Background: an optimization exercise with open tools, aiming at small area. Do not read the settings as production practice.
The RTL was checked by simulation tests, not by an equivalence proof against the original design.
Power and IR drop assume default switching activity. The flow treats the clock pin as an ideal source, which a real chip does not have.

== job 1413 ==
## niuCpu
module niuCpu (
    input  logic        clk,
    input  logic        reset,
    output logic [31:0] fetchAddr,
    output logic        fetchStrobe,
    input  logic [31:0] fetchData,
    output logic [31:0] dataAddr,
    output logic [31:0] dataWdata,
    output logic        dataWrite,
    input  logic [31:0] dataRdata,
    output logic        halted
);
Size: about 1700 cells after synthesis, ~1100 flip-flops, ~27000 µm² of cells after synthesis.
==> flow/config.mk <==
export PLATFORM = sky130hd
export DESIGN_NAME = niuCpu
export DESIGN_NICKNAME = niuCpu
export VERILOG_FILES = /design/flow/design.v
export SDC_FILE = /design/flow/constraint.sdc
export NUM_CORES = 4
export LEC_CHECK = 0
export CAP_MARGIN = 20
export CORE_MARGIN = 2
export CORE_UTILIZATION = 50
export PLACE_DENSITY = 0.85
export SLEW_MARGIN = 20
==> flow/constraint.sdc <==
create_clock -name core_clock -period 14.0 [get_ports {clk}]
set_input_delay 2.8000 -clock core_clock [delete_from_list [all_inputs] [get_ports {clk}]]
set_output_delay 2.8000 -clock core_clock [all_outputs]
set_load 0.01 [all_outputs]
standard.sh (not shown) runs the stock make flow with config.mk's settings and CLKGATE_MAP_FILE= SYNTH_SCRIPT=/design/flow/synth_recipe.tcl, a recipe that flattens the netlist after the stock synthesis.
==> flow/flow/run.sh <==
#!/bin/bash
# The standard layout (standard.sh) with three changes:
#  - synthesis maps the logic with an area-oriented ABC script
#    (flow/abc_area.script) in place of ORFS's delay-oriented one; everything
#    else in the synthesis, registers included, is the standard synthesis;
#  - the port buffers are the smallest buffer cell;
#  - the clock tree uses clusters of up to 30 flip-flops (80 um across) on clkbuf_16
#    buffers, without dummy loads.
# The flow's whole output goes to standard_flow.log; ORFS keeps each tool's
# log under orfs/logs/.
set -euo pipefail
W=$PWD
sed "s#^  log_cmd abc {\*}\$abc_args#  log_cmd abc -script $W/flow/abc_area.script {*}[lrange \$abc_args 2 end]#" \
    "$FLOW_HOME/scripts/synth.tcl" > "$W/synth_area.tcl"
grep -q "abc_area.script" "$W/synth_area.tcl"
sed "s#^source \$::env(SCRIPTS_DIR)/synth.tcl#source $W/synth_area.tcl#" \
    "$W/synth_recipe.tcl" > "$W/synth_recipe_area.tcl"
grep -q "synth_area.tcl" "$W/synth_recipe_area.tcl"
sed "s#SYNTH_SCRIPT=[^ ]*#SYNTH_SCRIPT=$W/synth_recipe_area.tcl#" "$W/standard.sh" > "$W/standard_area.sh"
grep -q "synth_recipe_area.tcl" "$W/standard_area.sh"
export BUFFER_PORTS_ARGS="-buffer_cell sky130_fd_sc_hd__buf_1"
export CTS_ARGS="-sink_clustering_enable -repair_clock_nets -dont_use_dummy_load -buf_list sky130_fd_sc_hd__clkbuf_16 -sink_clustering_size 30 -sink_clustering_max_diameter 80"
bash "$W/standard_area.sh" > standard_flow.log 2>&1
==> flow/flow/abc_area.script <==
strash
dc2
dch -f
amap
topo
The inputs of job 687 differ from those of job 1413 as listed below.
- changing PLACE_DENSITY from 0.85 to 0.75
Results
Job 1413 -> job 687: total number of placement rows delta 0, exact match
Job 687 gives less antenna cell count than job 1413 did.
Changes observed in job 687 relative to job 1413: power after layout saw a decrease, area fraction of clock buffers and clock inverters saw little to no change.
> inputs changed (job 687 -> job 980)
- clearing PLACE_DENSITY, which used to be 0.75
==> run summary <==
Clock power: job 980 vs job 687 — no meaningful difference
As far as first-pass detailed-route iteration total goes, job 980 and job 687 are indistinguishable; the numbers are identical.
Job 980 vs. job 687: worst-path maximum fanout closely matched the old numbers; final area neither gained nor lost much.
From job 687 to job 980 the numbers moved as follows: non-clock buffer count shrank by 1; number of flip-flops and latches held steady; number of clock buffers in the layout grew by 3.
Modified inputs, job 9671 compared to job 980
- PLACE_DENSITY now 0.75, previously not set
-- flow/flow/run.sh --
<<< job 980, line 21
export BUFFER_PORTS_ARGS="-buffer_cell sky130_fd_sc_hd__buf_1"
export CTS_ARGS="-sink_clustering_enable -repair_clock_nets -dont_use_dummy_load -buf_list sky130_fd_sc_hd__clkbuf_16 -sink_clustering_size 30 -sink_clustering_max_diameter 80"
bash "$W/standard_area.sh" > standard_flow.log 2>&1
>>> job 9671, line 21
export BUFFER_PORTS_ARGS="-buffer_cell sky130_fd_sc_hd__buf_1"
export CTS_ARGS="-sink_clustering_enable -repair_clock_nets -dont_use_dummy_load -buf_list sky130_fd_sc_hd__clkbuf_16 -sink_clustering_size 36 -sink_clustering_max_diameter 70"
bash "$W/standard_area.sh" > standard_flow.log 2>&1
Notes after the runs:
- Job 9671 and job 980 ended up with nearly the same placed instance count.
- Compared to job 980, job 9671 has via count 108 higher.
- The standard cells in job 9671 occupy less silicon area than those in job 980 do.

[separate check: timing with driven ports]
No port has a modelled driver above. Below, the same layouts with a new extraction and two added sets of constraints.
Step 1: set_driving_cell puts a clkbuf_16 on clk and a buf_2 on each other input, an assumption about the parent block.
Step 2, shift: input delay + t, output delay - t, t = (earliest + latest rising clock arrival at the registers) / 2. This alone moves slack from input paths to output paths.
Slacks: no drivers / after step 1 / after step 2; pairs: no drivers / after step 1.
run	shift t [ns]	slack for setup (ns)	hold slack, ns
job 1413	0.635	1.531 / 1.564 / 0.930	0.271 / 0.271 / 0.271
job 687	0.619	1.509 / 1.535 / 0.916	0.314 / 0.314 / 0.314
job 980	0.621	1.845 / 1.866 / 1.245	0.280 / 0.280 / 0.280
job 9671	0.623	1.462 / 1.491 / 0.868	0.238 / 0.238 / 0.238
After both steps every run listed still meets setup and hold. The setup slack of job 1413, which loses most, moves by +0.033 ns with the drivers and by -0.601 ns with both steps.
